Context: an optimization exercise on an open-source flow, tuned for small area, a short achievable clock period and few clock cycles per item. The choices shown serve that exercise and are no tape-out recipe. Function was checked by simulation only, so behaviour that the tests miss may differ from the original. Power figures rest on the tool's default switching activity, not on a simulated workload.

## operand_stage_top
module operand_stage_top #(
  parameter int collector_size = 2,
  parameter int warp_count     = 4,
  localparam int warp_w        = (warp_count > 1) ? $clog2(warp_count) : 1,
  localparam int idx_w         = (collector_size > 1) ? $clog2(collector_size) : 1,
  localparam int bank_num      = 4,
  localparam int src_slots     = 3
) (
  input  wire logic                           clk,
  input  wire logic                           rst_n,
  input  wire logic                           issue_valid,
  input  wire logic [warp_w-1:0]              issue_warp,
  input  wire logic [src_slots-1:0][4:0]      issue_src,
  input  wire logic [src_slots-1:0]           issue_src_used,
  input  wire logic [7:0]                     issue_tag,
  output logic                                issue_ready,
  input  wire logic                           wb_valid,
  input  wire logic [warp_w-1:0]              wb_warp,
  input  wire logic [4:0]                     wb_reg,
  input  wire logic [31:0]                    wb_data,
  output logic                                dispatch_valid,
  output logic [7:0]                          dispatch_tag,
  ...
For scale: ~4500 flip-flops, about 170000 um2 of cells after synthesis.
export LEC_CHECK = 0
export CAP_MARGIN = 30
export CELL_PAD_IN_SITES_DETAIL_PLACEMENT = 1
export CELL_PAD_IN_SITES_GLOBAL_PLACEMENT = 1
export CORE_MARGIN = 2
export CORE_UTILIZATION = 45
export CTS_CLUSTER_DIAMETER = 120
export CTS_CLUSTER_SIZE = 22
export SETUP_SLACK_MARGIN = 4.4
export SLEW_MARGIN = 45
export TNS_END_PERCENT = 100
create_clock -name core_clock -period 8.0 [get_ports {clk}]
standard.sh (not shown) runs the stock make flow with config.mk's settings and CLKGATE_MAP_FILE= SYNTH_SCRIPT=/design/flow/synth_recipe.tcl, a recipe that flattens the netlist after the stock synthesis.
==> flow/flow/run.sh <==
#!/bin/bash
# The standard layout, with a global routing layer adjustment that keeps
# more of met1 free for pin access. make's output goes to make.log.
set -euo pipefail
export FASTROUTE_TCL="$PWD/flow/fastroute.tcl"
bash standard.sh > make.log 2>&1
==> flow/flow/fastroute.tcl <==
# Less global routing on met1 and met2, where pin access needs room
set_global_routing_layer_adjustment met1 0.7
set_global_routing_layer_adjustment met2 0.35
set_global_routing_layer_adjustment met3-$::env(MAX_ROUTING_LAYER) 0.2

set_routing_layers -clock $::env(MIN_CLK_ROUTING_LAYER)-$::env(MAX_ROUTING_LAYER)
set_routing_layers -signal $::env(MIN_ROUTING_LAYER)-$::env(MAX_ROUTING_LAYER)
Testbench counts at the start, summed over its fixed seeds: cycles 2,738, items 2,048.
Then changed:
- CAP_MARGIN: 30 -> 40
- CELL_PAD_IN_SITES_GLOBAL_PLACEMENT: 1 -> 2
- CORE_UTILIZATION: 45 -> 38
- SLEW_MARGIN: 45 -> 60
Result:
- The changed run finished clean
- clock-buffer cell count goes down by 26
- flip-flop and latch count does not change
- area after synthesis does not change

* * *

The RTL this note starts from:
==> flow/design.v <==
`timescale 1ns/10ps
`default_nettype none
module register_bank_array #(
  parameter int warp_count = 4,
  localparam int words     = warp_count * 32,
  localparam int src_slots = 3
) (
  input  wire logic                              clk,
  input  wire logic                              rst_n,
  input  wire logic [warp_count-1:0]             rd_warp,
  input  wire logic [src_slots-1:0][31:0]        rd_sel,
  output logic [src_slots-1:0][31:0]             rd_data,
  input  wire logic [words-1:0]                  wr_en,
  input  wire logic [31:0]                       wr_data
);
  logic [warp_count-1:0][31:0][31:0] mem;
  logic [warp_count-1:0][31:0]       written;
  logic [31:0][31:0]                 warp_data;
  always_ff @(posedge clk or negedge rst_n) begin
    if (!rst_n) written <= '0;
    else        written <= written | wr_en;
  end
  always_ff @(posedge clk) begin
    for (int w = 0; w < words; w++)
      if (wr_en[w]) mem[w / 32][w % 32] <= wr_data;
  end
  logic [31:0]                 warp_written;
  logic [src_slots-1:0]        src_written;
  logic [src_slots-1:0][31:0]  src_data;
  always_comb begin
    for (int r = 0; r < 32; r++) begin
      warp_data[r]    = '0;
      warp_written[r] = 1'b0;
      for (int w = 0; w < warp_count; w++) begin
        warp_data[r]    = warp_data[r] | ({32{rd_warp[w]}} & mem[w][r]);
        warp_written[r] = warp_written[r] | (rd_warp[w] & written[w][r]);
      end
    end
    for (int k = 0; k < src_slots; k++) begin
      src_data[k]    = '0;
      src_written[k] = 1'b0;
      for (int r = 0; r < 32; r++) begin
        src_data[k]    = src_data[k] | ({32{rd_sel[k][r]}} & warp_data[r]);
        src_written[k] = src_written[k] | (rd_sel[k][r] & warp_written[r]);
      end
      rd_data[k] = {32{src_written[k]}} & src_data[k];
    end
  end
endmodule
`default_nettype wire
`timescale 1ns/10ps
`default_nettype none
module register_file_arbiter #(
  parameter int warp_count = 4,
  localparam int warp_w    = (warp_count > 1) ? $clog2(warp_count) : 1,
  localparam int words     = warp_count * 32
) (
  input  wire logic              clk,
  input  wire logic              rst_n,
  input  wire logic              wb_valid,
  input  wire logic [warp_w-1:0] wb_warp,
  input  wire logic [4:0]        wb_reg,
  input  wire logic [31:0]       wb_data,
  output logic [words-1:0]       wr_en,
  output logic [31:0]            wr_data
);
  logic                    wb_valid_q;
  logic [warp_w+4:0]       wb_addr_q;
  always_ff @(posedge clk or negedge rst_n) begin
    if (!rst_n) wb_valid_q <= 1'b0;
    else        wb_valid_q <= wb_valid;
  end
  always_ff @(posedge clk) begin
    wb_addr_q <= {wb_warp, wb_reg};
    wr_data   <= wb_data;
  end
  always_comb begin
    for (int w = 0; w < words; w++)
      wr_en[w] = wb_valid_q && (wb_addr_q == (warp_w + 5)'(w));
  end
endmodule
`default_nettype wire
`timescale 1ns/10ps
`default_nettype none
module operand_collector #(
  parameter int warp_count     = 4,
  localparam int warp_w        = (warp_count > 1) ? $clog2(warp_count) : 1,
  localparam int src_slots     = 3
) (
  input  wire logic                              clk,
  input  wire logic                              rst_n,
  input  wire logic                              issue_valid,
  input  wire logic [warp_w-1:0]                 issue_warp,
  input  wire logic [src_slots-1:0][4:0]         issue_src,
  input  wire logic [src_slots-1:0]              issue_src_used,
  input  wire logic [7:0]                        issue_tag,
  output logic                                   issue_ready,
  output logic                                   dispatch_valid,
  output logic [7:0]                             dispatch_tag,
  output logic [src_slots-1:0][31:0]             dispatch_operands,
  output logic [warp_count-1:0]                  rd_warp,
  output logic [src_slots-1:0][31:0]             rd_sel,
  input  wire logic [src_slots-1:0][31:0]        rd_data
);
  logic       iss_valid;
  logic [7:0] iss_tag;
  assign issue_ready = 1'b1;
  always_ff @(posedge clk or negedge rst_n) begin
    if (!rst_n) begin
      iss_valid      <= 1'b0;
      dispatch_valid <= 1'b0;
    end else begin
      iss_valid      <= issue_valid;
      dispatch_valid <= iss_valid;
    end
  end
  always_ff @(posedge clk) begin
    iss_tag <= issue_tag;
    for (int w = 0; w < warp_count; w++)
      rd_warp[w] <= (issue_warp == warp_w'(w));
    for (int k = 0; k < src_slots; k++) begin
      for (int r = 0; r < 32; r++)
        rd_sel[k][r] <= issue_src_used[k] && (issue_src[k] == 5'(r));
    end
    dispatch_tag      <= iss_tag;
    dispatch_operands <= rd_data;
  end
endmodule
`default_nettype wire
`timescale 1ns/10ps
`default_nettype none
module operand_stage_top #(
  parameter int collector_size = 2,
  parameter int warp_count     = 4,
  localparam int warp_w        = (warp_count > 1) ? $clog2(warp_count) : 1,
  localparam int idx_w         = (collector_size > 1) ? $clog2(collector_size) : 1,
  localparam int bank_num      = 4,
  localparam int src_slots     = 3
) (
  input  wire logic                           clk,
  input  wire logic                           rst_n,
  input  wire logic                           issue_valid,
  input  wire logic [warp_w-1:0]              issue_warp,
  input  wire logic [src_slots-1:0][4:0]      issue_src,
  input  wire logic [src_slots-1:0]           issue_src_used,
  input  wire logic [7:0]                     issue_tag,
  output logic                                issue_ready,
  input  wire logic                           wb_valid,
  input  wire logic [warp_w-1:0]              wb_warp,
  input  wire logic [4:0]                     wb_reg,
  input  wire logic [31:0]                    wb_data,
  output logic                                dispatch_valid,
  output logic [7:0]                          dispatch_tag,
  output logic [src_slots-1:0][31:0]          dispatch_operands
);
  localparam int words = warp_count * 32;
  logic [warp_count-1:0]            rd_warp;
  logic [src_slots-1:0][31:0]       rd_sel;
  logic [src_slots-1:0][31:0]       rd_data;
  logic [words-1:0]                 wr_en;
  logic [31:0]                      wr_data;
  operand_collector #(
    .warp_count (warp_count)
  ) collector0 (
    .clk               (clk),
    .rst_n             (rst_n),
    .issue_valid       (issue_valid),
    .issue_warp        (issue_warp),
    .issue_src         (issue_src),
    .issue_src_used    (issue_src_used),
    .issue_tag         (issue_tag),
    .issue_ready       (issue_ready),
    .dispatch_valid    (dispatch_valid),
    .dispatch_tag      (dispatch_tag),
    .dispatch_operands (dispatch_operands),
    .rd_warp           (rd_warp),
    .rd_sel            (rd_sel),
    .rd_data           (rd_data)
  );
  register_file_arbiter #(
    .warp_count (warp_count)
  ) arbiter0 (
    .clk      (clk),
    .rst_n    (rst_n),
    .wb_valid (wb_valid),
    .wb_warp  (wb_warp),
    .wb_reg   (wb_reg),
    .wb_data  (wb_data),
    .wr_en    (wr_en),
    .wr_data  (wr_data)
  );
  register_bank_array #(
    .warp_count (warp_count)
  ) banks0 (
    .clk     (clk),
    .rst_n   (rst_n),
    .rd_warp (rd_warp),
    .rd_sel  (rd_sel),
    .rd_data (rd_data),
    .wr_en   (wr_en),
    .wr_data (wr_data)
  );
endmodule
`default_nettype wire
Settings: LEC_CHECK=0, CAP_MARGIN=20, CELL_PAD_IN_SITES_DETAIL_PLACEMENT=1, CELL_PAD_IN_SITES_GLOBAL_PLACEMENT=2, CORE_MARGIN=2, CORE_UTILIZATION=35, SETUP_SLACK_MARGIN=4.5, SLEW_MARGIN=20, TNS_END_PERCENT=100; clock period 8.0 ns.
Scripts as last shown in full above: flow/flow/run.sh, flow/flow/fastroute.tcl
The starting point finished with timing, DRC and antenna clean.
Testbench counts at the start, summed over its fixed seeds: cycles 2,738, items 2,048.
==> next run, changes <==
Settings changed: CELL_PAD_IN_SITES_GLOBAL_PLACEMENT 2 to 1, CORE_UTILIZATION 35 to 45, CTS_CLUSTER_DIAMETER from default to 120, CTS_CLUSTER_SIZE from default to 22, SETUP_SLACK_MARGIN 4.5 to 4.4.
After rerunning:
- The changed run finished with timing, DRC and antenna clean
- die area decreases by 22%
- core utilization increases by 7.9 points
- cell count decreases by 11%
- non-clock buffer count decreases by 147
- global-route usage increases by 11 points
- count of clock-buffer cells in the layout decreases by 288
- clock power decreases by 46%
- wire length decreases by 6.1%
- worst hold slack gains 0.0087 ns
- power decreases by 21%
- via count decreases by 0.45%

* * *

Starts from the design.v that is shown in full above.
clock: 8.0 ns
lec_check: 0
cap_margin: 40
cell_pad_in_sites_detail_placement: 1
cell_pad_in_sites_global_placement: 1
core_margin: 2
core_utilization: 45
cts_cluster_diameter: 120
cts_cluster_size: 22
setup_slack_margin: 4.4
slew_margin: 60
tns_end_percent: 100
Scripts as last shown in full above: flow/flow/run.sh, flow/flow/fastroute.tcl
Testbench counts at the start, summed over its fixed seeds: cycles 2,738, items 2,048.
Change:
- CAP_MARGIN: 40 -> 50
- SLEW_MARGIN: 60 -> 75
What happened:
- The new run passed the timing, design-rule and antenna checks
- cell area increases by a few percent
- clock skew increases by 0.014 ns
- core utilization increases by 3.6 points

[static timing again, ports no longer ideal]
No port has a modelled driver above. Below, the same layouts with a new extraction and two added sets of constraints.
Step 1: set_driving_cell puts a clkbuf_16 on clk and a buf_2 on each other input, an assumption about the parent block.
Step 2, shift: input delay + t, output delay - t, t = (earliest + latest rising clock arrival at the registers) / 2. This alone moves slack from input paths to output paths.
a / b / c = no drivers / after step 1 / after step 2; a / b = the first two.
| run | t (ns) | setup slack, ns | hold WS [ns] |
|---|---|---|---|
| the first run of note 1 | 1.145 | 4.262 / 4.262 / 4.261 | 0.333 / 0.333 / 0.333 |
| the second run of note 1 | 1.157 | 4.348 / 4.249 / 4.164 | 0.334 / 0.334 / 0.334 |
| the first run of note 2 | 1.232 | 4.284 / 4.284 / 4.284 | 0.326 / 0.259 / 0.326 |
| the second run of note 2 | 1.135 | 3.870 / 3.870 / 3.870 | 0.334 / 0.334 / 0.334 |
| the first run of note 3 | 1.155 | 4.382 / 4.260 / 4.414 | 0.334 / 0.334 / 0.334 |
| the second run of note 3 | 1.131 | 4.390 / 4.267 / 4.402 | 0.335 / 0.280 / 0.335 |
After both steps setup and hold are still met in every run listed. The setup slack of the second run of note 1, which loses most, moves by -0.099 ns with the drivers and by -0.184 ns with both steps.
